Context: an optimization exercise on an open-source flow, tuned for small area and a short achievable clock period. The choices shown serve that exercise and are no tape-out recipe. RTL that was checked went through simulation tests only; none was proved equivalent to the original.

==> inputs of run a <==
==> flow/design.v <==
`timescale 1ns/1ps
`default_nettype none
module srpt_swap_cell (
   input  wire logic [40:0] upper_i,
   input  wire logic [40:0] lower_i,
   output logic             below_o,
   output logic      [40:0] merged_o
);
   localparam logic [2:0] prio_update_block = 3'd1;
   localparam logic [2:0] prio_invalidate   = 3'd2;
   localparam logic [2:0] prio_unblock      = 3'd3;
   localparam logic [2:0] prio_empty        = 3'd4;
   localparam logic [2:0] prio_blocked      = 3'd5;
   localparam logic [2:0] prio_active       = 3'd6;
   logic same_peer_c;
   logic same_rpc_c;
   function automatic logic key_lt(input logic [12:0] a, input logic [12:0] b);
      logic [15:0] lt;
      logic [15:0] gt;
      lt = {3'b000, ~a & b};
      gt = {3'b000, a & ~b};
      for (int w = 8; w >= 1; w = w / 2) begin
         for (int i = 0; i < w; i++) begin
            lt[i] = lt[2*i+1] | (~gt[2*i+1] & lt[2*i]);
            gt[i] = gt[2*i+1] | (~lt[2*i+1] & gt[2*i]);
         end
      end
      key_lt = lt[0];
   endfunction
   assign below_o = key_lt({upper_i[2:0], ~upper_i[12:3]}, {lower_i[2:0], ~lower_i[12:3]});
   assign same_peer_c = (upper_i[40:27] == lower_i[40:27]);
   assign same_rpc_c  = same_peer_c && (upper_i[26:13] == lower_i[26:13]);
   always_comb begin
      merged_o = lower_i;
      if ((upper_i[2:0] == prio_update_block) && same_rpc_c) begin
         merged_o[12:3] = upper_i[12:3];
         merged_o[2:0]  = prio_blocked;
      end else if ((upper_i[2:0] == prio_update_block) && same_peer_c) begin
         merged_o[2:0] = prio_blocked;
      end else if ((upper_i[2:0] == prio_unblock) && same_peer_c) begin
         merged_o[2:0] = prio_active;
      end else if ((upper_i[2:0] == prio_invalidate) && same_rpc_c) begin
         merged_o[2:0] = prio_empty;
      end
   end
endmodule
module srpt_key_cmp #(
   parameter int unsigned width_p = 13
) (
   input  wire logic [width_p-1:0] a_i,
   input  wire logic [width_p-1:0] b_i,
   output logic                    lt_o,
   output logic                    gt_o
);
   logic [31:0] lt;
   logic [31:0] gt;
   always_comb begin
      lt = '0;
      gt = '0;
      lt[width_p-1:0] = ~a_i & b_i;
      gt[width_p-1:0] = a_i & ~b_i;
      for (int w = 16; w >= 1; w = w / 2) begin
         for (int i = 0; i < w; i++) begin
            lt[i] = lt[2*i+1] | (~gt[2*i+1] & lt[2*i]);
            gt[i] = gt[2*i+1] | (~lt[2*i+1] & gt[2*i]);
         end
      end
   end
   assign lt_o = lt[0];
   assign gt_o = gt[0];
endmodule
`default_nettype wire
`timescale 1ns/1ps
`default_nettype none
module srpt_queue (
   input  wire logic        ap_clk,
   input  wire logic        ap_rst,
   input  wire logic        push_i,
   input  wire logic [40:0] push_entry_i,
   input  wire logic        top_below_i,
   output logic      [40:0] q0_o,
   output logic      [2:0]  head_prio_o
);
   localparam logic [40:0] empty_entry = {38'd0, 3'd4};
   logic [40:0] q [8];
   logic        t_below_unused;
   logic [40:0] t_merged;
   logic        t_rb;
   logic [40:0] t_upper;
   logic [40:0] e1;
   srpt_swap_cell u_top (.upper_i(push_entry_i), .lower_i(q[0]), .below_o(t_below_unused), .merged_o(t_merged));
   assign t_rb    = top_below_i;
   assign t_upper = t_rb ? t_merged : push_entry_i;
   assign e1      = t_rb ? push_entry_i : q[0];
   logic [40:0] au [1:3];
   logic [40:0] al [1:3];
   for (genvar k = 1; k <= 3; k++) begin : g_a
      logic        rb;
      logic [40:0] m;
      srpt_swap_cell u_a (.upper_i(q[2*k-1]), .lower_i(q[2*k]), .below_o(rb), .merged_o(m));
      assign au[k] = rb ? m : q[2*k-1];
      assign al[k] = rb ? q[2*k-1] : q[2*k];
   end
   logic [40:0] bu [4];
   logic [40:0] bl [4];
   logic        brb [4];
   logic [40:0] bm [4];
   assign bu[0] = e1;
   assign bl[0] = au[1];
   for (genvar k = 1; k <= 2; k++) begin : g_bin
      assign bu[k] = al[k];
      assign bl[k] = au[k+1];
   end
   assign bu[3] = al[3];
   assign bl[3] = q[7];
   for (genvar k = 0; k < 4; k++) begin : g_b
      srpt_swap_cell u_b (.upper_i(bu[k]), .lower_i(bl[k]), .below_o(brb[k]), .merged_o(bm[k]));
   end
   logic [40:0] n [8];
   assign n[0] = push_i ? t_upper : (brb[0] ? bm[0] : bu[0]);
   for (genvar k = 0; k < 4; k++) begin : g_odd
      assign n[2*k+1] = brb[k] ? (push_i ? bm[k] : bu[k]) : (push_i ? bu[k] : bl[k]);
   end
   for (genvar k = 0; k < 3; k++) begin : g_even
      assign n[2*k+2] = push_i ? (brb[k] ? bu[k] : bl[k])
                               : (brb[k+1] ? bm[k+1] : bu[k+1]);
   end
   always_ff @(posedge ap_clk) begin
      for (int i = 0; i < 8; i++) begin
         q[i] <= ap_rst ? empty_entry : n[i];
      end
   end
   assign q0_o        = q[0];
   assign head_prio_o = n[0][2:0];
endmodule
`default_nettype wire
`timescale 1ns/1ps
`default_nettype none
module grant_match (
   input  wire logic [79:0]      hdr_i,
   input  wire logic [3:0]       occupied_i,
   input  wire logic [4*28-1:0]  slot_ids_i,
   input  wire logic [4*3-1:0]   head_prios_i,
   output logic                  peer_hit_o,
   output logic      [1:0]       peer_slot_o,
   output logic                  rpc_hit_o,
   output logic      [1:0]       rpc_slot_o,
   output logic                  open_hit_o,
   output logic      [1:0]       open_slot_o
);
   localparam logic [2:0] prio_active = 3'd6;
   logic [3:0] peer_eq_c;
   logic [3:0] rpc_eq_c;
   logic [3:0] open_c;
   function automatic logic [1:0] first_set(input logic [3:0] vec);
      first_set = vec[0] ? 2'd0 : vec[1] ? 2'd1 : vec[2] ? 2'd2 : vec[3] ? 2'd3 : 2'd0;
   endfunction
   always_comb begin
      for (int s = 0; s < 4; s++) begin
         peer_eq_c[s] = occupied_i[s] && (slot_ids_i[s*28+14 +: 14] == hdr_i[79:66]);
         rpc_eq_c[s]  = peer_eq_c[s] && (slot_ids_i[s*28 +: 14] == hdr_i[65:52]);
         open_c[s]    = !occupied_i[s] && (head_prios_i[s*3 +: 3] == prio_active);
      end
   end
   assign peer_hit_o  = |peer_eq_c;
   assign peer_slot_o = first_set(peer_eq_c);
   assign rpc_hit_o   = |rpc_eq_c;
   assign rpc_slot_o  = first_set(rpc_eq_c);
   assign open_hit_o  = |open_c;
   assign open_slot_o = first_set(open_c);
endmodule
`default_nettype wire
`timescale 1ns/1ps
`default_nettype none
module grant_ctrl (
   input  wire logic                ap_clk,
   input  wire logic                ap_rst,
   input  wire logic                hdr_valid_i,
   input  wire logic [79:0]         hdr_i,
   output logic                     hdr_read_o,
   input  wire logic                grant_full_i,
   output logic                     grant_write_o,
   output logic      [40:0]         grant_o,
   input  wire logic [4*41-1:0]     q0s_i,
   input  wire logic [4*3-1:0]      head_prios_i,
   output logic                     push_o,
   output logic      [4*41-1:0]     push_entries_o,
   output logic      [3:0]          top_below_o
);
   localparam logic [2:0] prio_update       = 3'd0;
   localparam logic [2:0] prio_update_block = 3'd1;
   localparam logic [2:0] prio_invalidate   = 3'd2;
   localparam logic [2:0] prio_unblock      = 3'd3;
   localparam logic [2:0] prio_blocked      = 3'd5;
   localparam logic [2:0] prio_active       = 3'd6;
   logic [3:0]      occ_q;
   logic [27:0]     slot_id_q [4];
   logic [4*28-1:0] slot_ids_c;
   logic            pend_push_q;
   logic            pend_grant_q;
   logic            pend_hdr_q;
   logic [3:0]      pend_sel_q;
   logic [37:0]     hdr_data_q;
   logic [2:0]      hdr_prio_q [4];
   logic [2:0]      hdr_prio_c [4];
   logic        peer_hit;
   logic [1:0]  peer_slot;
   logic        rpc_hit;
   logic [1:0]  rpc_slot;
   logic        open_hit;
   logic [1:0]  open_slot;
   logic        need_c;
   logic        first_c;
   logic [9:0]  hdr_grantable_c;
   logic        hdr_first_c;
   logic        hdr_later_c;
   logic        grant_go_c;
   logic [37:0] launch_c;
   always_comb begin
      launch_c = '0;
      for (int s = 0; s < 4; s++) begin
         launch_c = launch_c | ({38{pend_sel_q[s]}} & q0s_i[s*41+3 +: 38]);
      end
   end
   always_comb begin
      for (int s = 0; s < 4; s++) begin
         slot_ids_c[s*28 +: 28] = pend_sel_q[s] ? q0s_i[s*41+13 +: 28] : slot_id_q[s];
      end
   end
   grant_match u_grant_match (
      .hdr_i        (hdr_i),
      .occupied_i   (occ_q),
      .slot_ids_i   (slot_ids_c),
      .head_prios_i (head_prios_i),
      .peer_hit_o   (peer_hit),
      .peer_slot_o  (peer_slot),
      .rpc_hit_o    (rpc_hit),
      .rpc_slot_o   (rpc_slot),
      .open_hit_o   (open_hit),
      .open_slot_o  (open_slot)
   );
   assign hdr_read_o = hdr_valid_i;
   assign need_c          = (hdr_i[51:42] > hdr_i[41:32]);
   assign first_c         = (hdr_i[31:0] == 32'd0);
   assign hdr_grantable_c = hdr_i[51:42] - hdr_i[41:32];
   assign hdr_first_c = hdr_valid_i && first_c && need_c;
   assign hdr_later_c = hdr_valid_i && !first_c && rpc_hit;
   assign grant_go_c  = !hdr_valid_i && !grant_full_i && open_hit;
   assign grant_o = {launch_c, prio_active};
   assign push_o = pend_push_q;
   always_comb begin
      for (int s = 0; s < 4; s++) begin
         push_entries_o[s*41+3 +: 38] = launch_c | ({38{pend_hdr_q}} & hdr_data_q);
         if (pend_grant_q) begin
            push_entries_o[s*41 +: 3] = pend_sel_q[s] ? prio_update : prio_update_block;
         end else begin
            push_entries_o[s*41 +: 3] = hdr_prio_q[s];
         end
      end
   end
   logic [3:0] hdr_below_c;
   logic [3:0] grant_below_c;
   logic       g_gt_c [4][4];
   for (genvar s = 0; s < 4; s++) begin : g_hdr_cmp
      logic lt_unused;
      srpt_key_cmp #(.width_p(13)) u_cmp (
         .a_i  ({hdr_prio_q[s], ~hdr_data_q[9:0]}),
         .b_i  ({q0s_i[s*41 +: 3], ~q0s_i[s*41+3 +: 10]}),
         .lt_o (hdr_below_c[s]),
         .gt_o (lt_unused)
      );
   end
   for (genvar a = 0; a < 4; a++) begin : g_pair_a
      assign g_gt_c[a][a] = 1'b0;
      for (genvar b = a + 1; b < 4; b++) begin : g_pair_b
         srpt_key_cmp #(.width_p(10)) u_cmp (
            .a_i  (q0s_i[a*41+3 +: 10]),
            .b_i  (q0s_i[b*41+3 +: 10]),
            .lt_o (g_gt_c[b][a]),
            .gt_o (g_gt_c[a][b])
         );
      end
   end
   always_comb begin
      for (int s = 0; s < 4; s++) begin
         grant_below_c[s] = pend_sel_q[s] && (q0s_i[s*41 +: 3] != prio_update);
         for (int o = 0; o < 4; o++) begin
            if (o != s) begin
               grant_below_c[s] = grant_below_c[s] || (pend_sel_q[o] &&
                  ((q0s_i[s*41 +: 3] > prio_update_block) ||
                   ((q0s_i[s*41 +: 3] == prio_update_block) && g_gt_c[o][s])));
            end
         end
         top_below_o[s] = pend_push_q && (pend_grant_q ? grant_below_c[s] : hdr_below_c[s]);
      end
   end
   always_comb begin
      for (int s = 0; s < 4; s++) begin
         if (first_c) begin
            hdr_prio_c[s] = (peer_hit && (peer_slot != s[1:0])) ? prio_blocked : prio_active;
         end else begin
            hdr_prio_c[s] = need_c ? prio_unblock : prio_invalidate;
         end
      end
   end
   always_ff @(posedge ap_clk) begin
      hdr_data_q  <= {hdr_i[79:52], hdr_grantable_c};
      for (int s = 0; s < 4; s++) begin
         hdr_prio_q[s] <= hdr_prio_c[s];
         slot_id_q[s] <= slot_ids_c[s*28 +: 28];
      end
      if (ap_rst) begin
         occ_q         <= '0;
         pend_push_q   <= 1'b0;
         pend_grant_q  <= 1'b0;
         pend_hdr_q    <= 1'b0;
         pend_sel_q    <= '0;
         grant_write_o <= 1'b0;
      end else begin
         pend_push_q   <= hdr_first_c || hdr_later_c || grant_go_c;
         pend_grant_q  <= grant_go_c;
         pend_hdr_q    <= hdr_valid_i;
         grant_write_o <= grant_go_c;
         for (int s = 0; s < 4; s++) begin
            pend_sel_q[s] <= grant_go_c && (open_slot == s[1:0]);
            if (grant_go_c && (open_slot == s[1:0])) begin
               occ_q[s] <= 1'b1;
            end
            if (hdr_later_c && (rpc_slot == s[1:0])) begin
               occ_q[s] <= 1'b0;
            end
         end
      end
   end
endmodule
`default_nettype wire
`timescale 1ns/1ps
`default_nettype none
module srpt_grant_top (
   input  wire logic        ap_clk,
   input  wire logic        ap_rst,
   input  wire logic        hdr_valid_i,
   input  wire logic [79:0] hdr_i,
   output logic             hdr_read_o,
   input  wire logic        grant_full_i,
   output logic             grant_write_o,
   output logic      [40:0] grant_o
);
   logic            push;
   logic [4*41-1:0] push_entries;
   logic [4*41-1:0] q0s;
   logic [4*3-1:0]  head_prios;
   logic [3:0]      top_below;
   grant_ctrl u_grant_ctrl (
      .ap_clk         (ap_clk),
      .ap_rst         (ap_rst),
      .hdr_valid_i    (hdr_valid_i),
      .hdr_i          (hdr_i),
      .hdr_read_o     (hdr_read_o),
      .grant_full_i   (grant_full_i),
      .grant_write_o  (grant_write_o),
      .grant_o        (grant_o),
      .q0s_i          (q0s),
      .head_prios_i   (head_prios),
      .push_o         (push),
      .push_entries_o (push_entries),
      .top_below_o    (top_below)
   );
   for (genvar s = 0; s < 4; s++) begin : g_queue
      srpt_queue u_srpt_queue (
         .ap_clk       (ap_clk),
         .ap_rst       (ap_rst),
         .push_i       (push),
         .push_entry_i (push_entries[s*41 +: 41]),
         .top_below_i  (top_below[s]),
         .q0_o         (q0s[s*41 +: 41]),
         .head_prio_o  (head_prios[s*3 +: 3])
      );
   end
endmodule
`default_nettype wire
==> flow/run.sh <==
#!/bin/bash
# synth_recipe.tcl (not shown) runs the flow's synth.tcl, then flattens the netlist and writes it again
# the make line also repeats each setting of config.mk as NAME=value (left out here)
make -C /OpenROAD-flow-scripts/flow DESIGN_CONFIG=/design/flow/config.mk WORK_HOME=/design/flow/orfs CLKGATE_MAP_FILE= SYNTH_SCRIPT=/design/flow/synth_recipe.tcl finish
==> flow/config.mk <==
export PLATFORM = sky130hd
export DESIGN_NAME = srpt_grant_top
export DESIGN_NICKNAME = srpt_grant_top
export VERILOG_FILES = /design/flow/design.v
export SDC_FILE = /design/flow/constraint.sdc
export NUM_CORES = 4
export LEC_CHECK = 0
export CAP_MARGIN = 50
export CORE_MARGIN = 2
export CORE_UTILIZATION = 30
export PLACE_DENSITY = 0.45
export SETUP_SLACK_MARGIN = 4.0
export SLEW_MARGIN = 70
==> flow/constraint.sdc <==
create_clock -name core_clock -period 9.0 [get_ports {ap_clk}]
set_input_delay 1.8000 -clock core_clock [delete_from_list [all_inputs] [get_ports {ap_clk}]]
set_output_delay 1.8000 -clock core_clock [all_outputs]
set_load 0.01 [all_outputs]
==> inputs of run b, as changes to run a <==
==> flow/design.v, changed modules only <==
module srpt_queue (
   input  wire logic        ap_clk,
   input  wire logic        ap_rst,
   input  wire logic        push_i,
   input  wire logic [40:0] push_entry_i,
   output logic      [40:0] q0_o,
   output logic      [2:0]  head_prio_o
);
   localparam logic [40:0] empty_entry = {38'd0, 3'd4};
   logic [40:0] q [8];
   logic        t_below;
   logic [40:0] t_merged;
   logic        t_rb;
   logic [40:0] t_upper;
   logic [40:0] e1;
   srpt_swap_cell u_top (.upper_i(push_entry_i), .lower_i(q[0]), .below_o(t_below), .merged_o(t_merged));
   assign t_rb    = push_i & t_below;
   assign t_upper = t_rb ? t_merged : push_entry_i;
   assign e1      = t_rb ? push_entry_i : q[0];
   logic [40:0] au [1:3];
   logic [40:0] al [1:3];
   for (genvar k = 1; k <= 3; k++) begin : g_a
      logic        rb;
      logic [40:0] m;
      srpt_swap_cell u_a (.upper_i(q[2*k-1]), .lower_i(q[2*k]), .below_o(rb), .merged_o(m));
      assign au[k] = rb ? m : q[2*k-1];
      assign al[k] = rb ? q[2*k-1] : q[2*k];
   end
   logic [40:0] bu [4];
   logic [40:0] bl [4];
   logic        brb [4];
   logic [40:0] bm [4];
   assign bu[0] = e1;
   assign bl[0] = au[1];
   for (genvar k = 1; k <= 2; k++) begin : g_bin
      assign bu[k] = al[k];
      assign bl[k] = au[k+1];
   end
   assign bu[3] = al[3];
   assign bl[3] = q[7];
   for (genvar k = 0; k < 4; k++) begin : g_b
      srpt_swap_cell u_b (.upper_i(bu[k]), .lower_i(bl[k]), .below_o(brb[k]), .merged_o(bm[k]));
   end
   logic [40:0] n [8];
   assign n[0] = push_i ? t_upper : (brb[0] ? bm[0] : bu[0]);
   for (genvar k = 0; k < 4; k++) begin : g_odd
      assign n[2*k+1] = (push_i ^ brb[k]) ? bu[k] : (push_i ? bm[k] : bl[k]);
   end
   for (genvar k = 0; k < 3; k++) begin : g_even
      assign n[2*k+2] = push_i ? (brb[k] ? bu[k] : bl[k])
                               : (brb[k+1] ? bm[k+1] : bu[k+1]);
   end
   always_ff @(posedge ap_clk) begin
      for (int i = 0; i < 8; i++) begin
         q[i] <= ap_rst ? empty_entry : n[i];
      end
   end
   assign q0_o        = q[0];
   assign head_prio_o = n[0][2:0];
endmodule
module grant_ctrl (
   input  wire logic                ap_clk,
   input  wire logic                ap_rst,
   input  wire logic                hdr_valid_i,
   input  wire logic [79:0]         hdr_i,
   output logic                     hdr_read_o,
   input  wire logic                grant_full_i,
   output logic                     grant_write_o,
   output logic      [40:0]         grant_o,
   input  wire logic [4*41-1:0]     q0s_i,
   input  wire logic [4*3-1:0]      head_prios_i,
   output logic                     push_o,
   output logic      [4*41-1:0]     push_entries_o
);
   localparam logic [2:0] prio_update       = 3'd0;
   localparam logic [2:0] prio_update_block = 3'd1;
   localparam logic [2:0] prio_invalidate   = 3'd2;
   localparam logic [2:0] prio_unblock      = 3'd3;
   localparam logic [2:0] prio_blocked      = 3'd5;
   localparam logic [2:0] prio_active       = 3'd6;
   logic [3:0]      occ_q;
   logic [27:0]     slot_id_q [4];
   logic [4*28-1:0] slot_ids_c;
   logic            pend_push_q;
   logic            pend_grant_q;
   logic            pend_hdr_q;
   logic [3:0]      pend_sel_q;
   logic [37:0]     hdr_data_q;
   logic            hdr_first_q;
   logic            hdr_need_q;
   logic [3:0]      hdr_blk_q;
   logic        peer_hit;
   logic [1:0]  peer_slot;
   logic        rpc_hit;
   logic [1:0]  rpc_slot;
   logic        open_hit;
   logic [1:0]  open_slot;
   logic        need_c;
   logic        first_c;
   logic [9:0]  hdr_grantable_c;
   logic        hdr_first_c;
   logic        hdr_later_c;
   logic        grant_go_c;
   logic [37:0] launch_c;
   always_comb begin
      launch_c = '0;
      for (int s = 0; s < 4; s++) begin
         launch_c = launch_c | ({38{pend_sel_q[s]}} & q0s_i[s*41+3 +: 38]);
      end
   end
   always_comb begin
      for (int s = 0; s < 4; s++) begin
         slot_ids_c[s*28 +: 28] = pend_sel_q[s] ? q0s_i[s*41+13 +: 28] : slot_id_q[s];
      end
   end
   grant_match u_grant_match (
      .hdr_i        (hdr_i),
      .occupied_i   (occ_q),
      .slot_ids_i   (slot_ids_c),
      .head_prios_i (head_prios_i),
      .peer_hit_o   (peer_hit),
      .peer_slot_o  (peer_slot),
      .rpc_hit_o    (rpc_hit),
      .rpc_slot_o   (rpc_slot),
      .open_hit_o   (open_hit),
      .open_slot_o  (open_slot)
   );
   assign hdr_read_o = hdr_valid_i;
   assign need_c          = (hdr_i[51:42] > hdr_i[41:32]);
   assign first_c         = (hdr_i[31:0] == 32'd0);
   assign hdr_grantable_c = hdr_i[51:42] - hdr_i[41:32];
   assign hdr_first_c = hdr_valid_i && first_c && need_c;
   assign hdr_later_c = hdr_valid_i && !first_c && rpc_hit;
   assign grant_go_c  = !hdr_valid_i && !grant_full_i && open_hit;
   assign grant_o = {launch_c, prio_active};
   assign push_o = pend_push_q;
   always_comb begin
      for (int s = 0; s < 4; s++) begin
         push_entries_o[s*41+3 +: 38] = launch_c | ({38{pend_hdr_q}} & hdr_data_q);
         if (pend_grant_q) begin
            push_entries_o[s*41 +: 3] = pend_sel_q[s] ? prio_update : prio_update_block;
         end else if (hdr_first_q) begin
            push_entries_o[s*41 +: 3] = hdr_blk_q[s] ? prio_blocked : prio_active;
         end else begin
            push_entries_o[s*41 +: 3] = hdr_need_q ? prio_unblock : prio_invalidate;
         end
      end
   end
   always_ff @(posedge ap_clk) begin
      hdr_data_q  <= {hdr_i[79:52], hdr_grantable_c};
      hdr_first_q <= first_c;
      hdr_need_q  <= need_c;
      for (int s = 0; s < 4; s++) begin
         hdr_blk_q[s] <= peer_hit && (peer_slot != s[1:0]);
         slot_id_q[s] <= slot_ids_c[s*28 +: 28];
      end
      if (ap_rst) begin
         occ_q         <= '0;
         pend_push_q   <= 1'b0;
         pend_grant_q  <= 1'b0;
         pend_hdr_q    <= 1'b0;
         pend_sel_q    <= '0;
         grant_write_o <= 1'b0;
      end else begin
         pend_push_q   <= hdr_first_c || hdr_later_c || grant_go_c;
         pend_grant_q  <= grant_go_c;
         pend_hdr_q    <= hdr_valid_i;
         grant_write_o <= grant_go_c;
         for (int s = 0; s < 4; s++) begin
            pend_sel_q[s] <= grant_go_c && (open_slot == s[1:0]);
            if (grant_go_c && (open_slot == s[1:0])) begin
               occ_q[s] <= 1'b1;
            end
            if (hdr_later_c && (rpc_slot == s[1:0])) begin
               occ_q[s] <= 1'b0;
            end
         end
      end
   end
endmodule
module srpt_grant_top (
   input  wire logic        ap_clk,
   input  wire logic        ap_rst,
   input  wire logic        hdr_valid_i,
   input  wire logic [79:0] hdr_i,
   output logic             hdr_read_o,
   input  wire logic        grant_full_i,
   output logic             grant_write_o,
   output logic      [40:0] grant_o
);
   logic            push;
   logic [4*41-1:0] push_entries;
   logic [4*41-1:0] q0s;
   logic [4*3-1:0]  head_prios;
   grant_ctrl u_grant_ctrl (
      .ap_clk         (ap_clk),
      .ap_rst         (ap_rst),
      .hdr_valid_i    (hdr_valid_i),
      .hdr_i          (hdr_i),
      .hdr_read_o     (hdr_read_o),
      .grant_full_i   (grant_full_i),
      .grant_write_o  (grant_write_o),
      .grant_o        (grant_o),
      .q0s_i          (q0s),
      .head_prios_i   (head_prios),
      .push_o         (push),
      .push_entries_o (push_entries)
   );
   for (genvar s = 0; s < 4; s++) begin : g_queue
      srpt_queue u_srpt_queue (
         .ap_clk       (ap_clk),
         .ap_rst       (ap_rst),
         .push_i       (push),
         .push_entry_i (push_entries[s*41 +: 41]),
         .q0_o         (q0s[s*41 +: 41]),
         .head_prio_o  (head_prios[s*3 +: 3])
      );
   end
endmodule
// module srpt_key_cmp removed
--- a/flow/config.mk
+++ b/flow/config.mk
@@ -6,8 +6,7 @@
 export NUM_CORES = 4
 export LEC_CHECK = 0
-export CAP_MARGIN = 50
+export CAP_MARGIN = 20
 export CORE_MARGIN = 2
 export CORE_UTILIZATION = 30
 export PLACE_DENSITY = 0.45
-export SETUP_SLACK_MARGIN = 4.0
-export SLEW_MARGIN = 70
+export SLEW_MARGIN = 20
==> inputs of run c, as changes to run a <==
--- a/flow/design.v
+++ b/flow/design.v
@@ -120,5 +120,5 @@
    assign n[0] = push_i ? t_upper : (brb[0] ? bm[0] : bu[0]);
    for (genvar k = 0; k < 4; k++) begin : g_odd
-      assign n[2*k+1] = brb[k] ? (push_i ? bm[k] : bu[k]) : (push_i ? bu[k] : bl[k]);
+      assign n[2*k+1] = (push_i ^ brb[k]) ? bu[k] : (push_i ? bm[k] : bl[k]);
    end
    for (genvar k = 0; k < 3; k++) begin : g_even
--- a/flow/config.mk
+++ b/flow/config.mk
@@ -6,8 +6,7 @@
 export NUM_CORES = 4
 export LEC_CHECK = 0
-export CAP_MARGIN = 50
+export CAP_MARGIN = 20
 export CORE_MARGIN = 2
 export CORE_UTILIZATION = 30
 export PLACE_DENSITY = 0.45
-export SETUP_SLACK_MARGIN = 4.0
-export SLEW_MARGIN = 70
+export SLEW_MARGIN = 20
==> inputs of run d, as changes to run a <==
--- a/flow/config.mk
+++ b/flow/config.mk
@@ -10,4 +10,4 @@
 export CORE_UTILIZATION = 30
 export PLACE_DENSITY = 0.45
-export SETUP_SLACK_MARGIN = 4.0
+export SETUP_SLACK_MARGIN = 3.4
 export SLEW_MARGIN = 70
==> run notes <==
met3 Resource Use GR 0.0461; CTS sink count 1482; Final HPWL DP 299 mm; fin area 129000 um2; status finished clean; DR WL met3 32.5 mm; Post-Place Setup Slack 3.06 ns; Synth Area in XOR/XNOR 0.0850; final clock period utilization by the worst path 0.575; Die Area 337000 um2
the above is filed under run a

==> run notes <==
status finished with violations; Fail Reasons slew limit; final clock period utilization by the worst path 0.844; DR WL met3 31.2 mm; Arrival @ worst endpoint 8.32 ns; Die Area 332000 um2; met3 Resource Use GR 0.0491; max-slew violation count 48; Synth Area in XOR/XNOR 0.0884; CTS sink count 1482; Final HPWL DP 304 mm; fin area 110000 um2
the above is filed under run c

==> run notes <==
status finished clean; final clock period utilization by the worst path 0.618; DR WL met3 31.2 mm; Largest register FFs 1312; Final HPWL DP 313 mm; fin area 120000 um2; Worst-Margin Slew 0.538 ns; Post-Place Setup Slack 2.92 ns; Die Area 337000 um2; mux share of post-synthesis cell area 0.126
the above is filed under run d

==> run notes <==
CTS sink count 1479; final clock period utilization by the worst path 0.819; Synth Area in XOR/XNOR 0.0905; Post-Place Setup Slack 1.72 ns; cell family with most CP delay compound AO/OA/AOI/OAI gates; met3 Resource Use GR 0.0325; status finished clean; Non-clock inverters 364; Die Area 331000 um2; met2 global-route usage 0.361; Final HPWL DP 280 mm; Gate Count Post-Synth 12.4k; reg-to-reg startpoint u_grant_ctrl.pend_sel_q[1]; DR WL met3 23.5 mm
the above is filed under run b

Function not checked in run b and run c: the RTL went through the layout flow alone.

-- re-timing with driven ports --
No port has a modelled driver above. Below, the same layouts with a new extraction and two added sets of constraints.
Step 1, drivers: a clkbuf_16 drives ap_clk and a buf_2 each remaining input, both assumed.
Step 2 adds t to the input delays and takes it off the output delays; t is the mean of the earliest and latest rising clock arrival at the registers after step 1. Input paths then give back, and output paths get back, about the clock's delay inside the block.
Slacks: no drivers / after step 1 / after step 2; pairs: no drivers / after step 1.
| run | t, ns | setup slack, ns | slew at the worst register clock pin (ns) |
|---|---|---|---|
| run a | 0.981 | 3.827 / 3.827 / 3.827 | 0.07 / 0.07 |
| run b | 0.973 | 1.631 / 1.631 / 1.631 | 0.07 / 0.07 |
| run c | 0.972 | 1.405 / 1.405 / 1.405 | 0.07 / 0.07 |
| run d | 0.991 | 3.434 / 3.434 / 3.434 | 0.07 / 0.07 |
